This is an optimization exercise on Yosys and OpenROAD, whose aim is small area and a short achievable clock period, not a production implementation.
Only simulation tests tie the RTL to the original design; equivalence was not proved.
Power and IR drop assume default switching activity.

// vga_pixel_fifo
module vga_pixel_fifo #(
    parameter  int WIDTH     = 24,
    parameter  int DEPTH     = 64,
    parameter  int AF_THRESH = 48,
    localparam int AW        = $clog2(DEPTH),
    localparam int LW        = AW + 1,
    localparam int NS        = DEPTH - 1
) (
    input  logic             clk,
    input  logic             rst,
    input  logic             flush,
    input  logic             wr_en,
    input  logic [WIDTH-1:0] wr_data,
    input  logic             rd_en,
    output logic [WIDTH-1:0] pixel_out,
    output logic             fifo_empty,
    output logic             fifo_full,
    output logic             almost_full,
    output logic [LW-1:0]    level,
    output logic             overflow,
    output logic             underflow
);
make LEC_CHECK=0 ABC_CLOCK_PERIOD_IN_PS=1800 CAP_MARGIN=20 CORE_MARGIN=2 CORE_UTILIZATION=55 PLACE_DENSITY=0.65 SETUP_SLACK_MARGIN=1.3 SLEW_MARGIN=20 TNS_END_PERCENT=100 finish   # period 3.3 ns
run.sh (not shown) runs the stock make flow with config.mk's settings and CLKGATE_MAP_FILE= SYNTH_SCRIPT=/design/flow/synth_recipe.tcl, a recipe that flattens the netlist after the stock synthesis.
The first run finished clean.
==> next run, changes <==
==> flow/config.mk (replaced) <==
export PLATFORM = sky130hd
export DESIGN_NAME = vga_pixel_fifo
export DESIGN_NICKNAME = vga_pixel_fifo
export VERILOG_FILES = /design/flow/design.v
export SDC_FILE = /design/flow/constraint.sdc
export NUM_CORES = 4
export LEC_CHECK = 0
export CAP_MARGIN = 20
export CORE_MARGIN = 2
export CORE_UTILIZATION = 50
export PLACE_DENSITY = 0.6
export SLEW_MARGIN = 20
Wire length went down by 20%. Non-clock buffer count drops by 515. Design area goes down by 13%. Die area went up by 9.9%. Synthesized cell count does not change. Cell count goes down by 7.2%. Synthesized area stays the same. Global-route usage shrinks by 14 points. Count of clock-buffer cells in the layout fell by 10. Maximum frequency fell by 17%. Via count drops by 15%.
==> next run, changes <==
--- a/flow/config.mk
+++ b/flow/config.mk
@@ -6,7 +6,10 @@
 export NUM_CORES = 4
 export LEC_CHECK = 0
+export ABC_CLOCK_PERIOD_IN_PS = 2200
 export CAP_MARGIN = 20
 export CORE_MARGIN = 2
-export CORE_UTILIZATION = 50
-export PLACE_DENSITY = 0.6
+export CORE_UTILIZATION = 55
+export PLACE_DENSITY = 0.65
+export SETUP_SLACK_MARGIN = 0.9
 export SLEW_MARGIN = 20
+export TNS_END_PERCENT = 100
After rerunning: Total power increases by 1.4%. Count of clock-buffer cells in the layout rose by 10. Global-route usage goes up by 7.6 points. Register-to-register slack gets better by 0.57 ns. Wire length climbs by 7.5%. Maximum frequency rose by 22%.

========
vga_pixel_fifo, a different RTL version from the one above (not shown whole).
Size in the first run: roughly 1700 flip-flops, roughly 65 I/O pins, about 62000 um^2 of cells after synthesis.
export LEC_CHECK = 0
export CAP_MARGIN = 20
export CORE_MARGIN = 2
export CORE_UTILIZATION = 55
export PLACE_DENSITY = 0.65
export SETUP_SLACK_MARGIN = 1.45
export SLEW_MARGIN = 20
export SYNTH_HIERARCHICAL = 1
export SYNTH_MINIMUM_KEEP_SIZE = 0
create_clock -name core_clock -period 3.3 [get_ports {clk}]
standard.sh (not shown) runs the stock make flow with config.mk's settings and CLKGATE_MAP_FILE= SYNTH_SCRIPT=/design/flow/synth_recipe.tcl, a recipe that flattens the netlist after the stock synthesis.
==> flow/flow/run.sh <==
#!/bin/bash
# Standard ORFS layout, with two changes:
#  - clock tree: no dummy loads, sink clusters of 25 within 80 um;
#  - port buffers: buf_4, not the default pick (a slow delay buffer).
set -euo pipefail
export CTS_ARGS="-sink_clustering_enable -repair_clock_nets -dont_use_dummy_load -sink_clustering_size 25 -sink_clustering_max_diameter 80"
export BUFFER_PORTS_ARGS="-buffer_cell sky130_fd_sc_hd__buf_4"
bash standard.sh > standard.log 2>&1
Change:
- SETUP_SLACK_MARGIN: 1.45 -> 1.8
Effect: The changed run finished with timing, DRC and antenna clean. Clock-buffer cell count is unchanged. Power came out higher by 0.47%. Non-clock buffer count came out higher by 157.
Change:
- SETUP_SLACK_MARGIN: 1.8 -> 1.6
After rerunning: Synthesized cell count stays the same; clock power stays flat; global-route usage decreases by 1.7 points; routed wire length decreases by 6.1%; non-clock buffer count decreases by 15; sequential power hardly moves; final area decreases by 1.0%; fmax hardly moves; via count decreases by 3.2%; power decreases by 0.70%; worst setup slack barely changes.

## what the ideal ports hide
No port has a modelled driver above. Below, the same layouts with a new extraction and two added sets of constraints.
Step 1, drivers: a clkbuf_16 drives clk and a buf_2 each remaining input, both assumed.
Step 2 moves the port delays by t, midway between the first and last clock arrival at a register: inputs arrive t later, outputs are due t later. That takes back most of the time a late clock gives input paths.
Slacks: ideal ports / drivers / drivers and shift; pairs: ideal ports / drivers.
run	t (ns)	setup slack, ns	worst hold slack (ns)	worst setup path at the end	worst slew at a driven data input, ns
the first run of note 1	0.871	0.665 / 0.665 / 0.102	0.271 / 0.214 / 0.489	input to register	0.25
the second run of note 1	0.867	0.142 / 0.142 / 0.061	0.278 / 0.218 / 0.521	input to register	0.25
the third run of note 1	0.852	0.712 / 0.712 / 0.179	0.305 / 0.260 / 0.497	input to register	0.19
the first run of note 2	0.742	1.280 / 1.217 / 1.046	0.191 / 0.159 / 0.536	input to register	0.06
the second run of note 2	0.737	1.310 / 1.232 / 1.056	0.001 / -0.027 / 0.556	input to register	0.06
the third run of note 2	0.736	1.308 / 1.235 / 1.054	0.351 / 0.309 / 0.606	input to register	0.08
After both steps setup and hold are still met in every run listed. For the first run of note 1, which loses most, drivers alone change the setup slack by 0.000 ns; drivers and shift together by -0.563 ns.
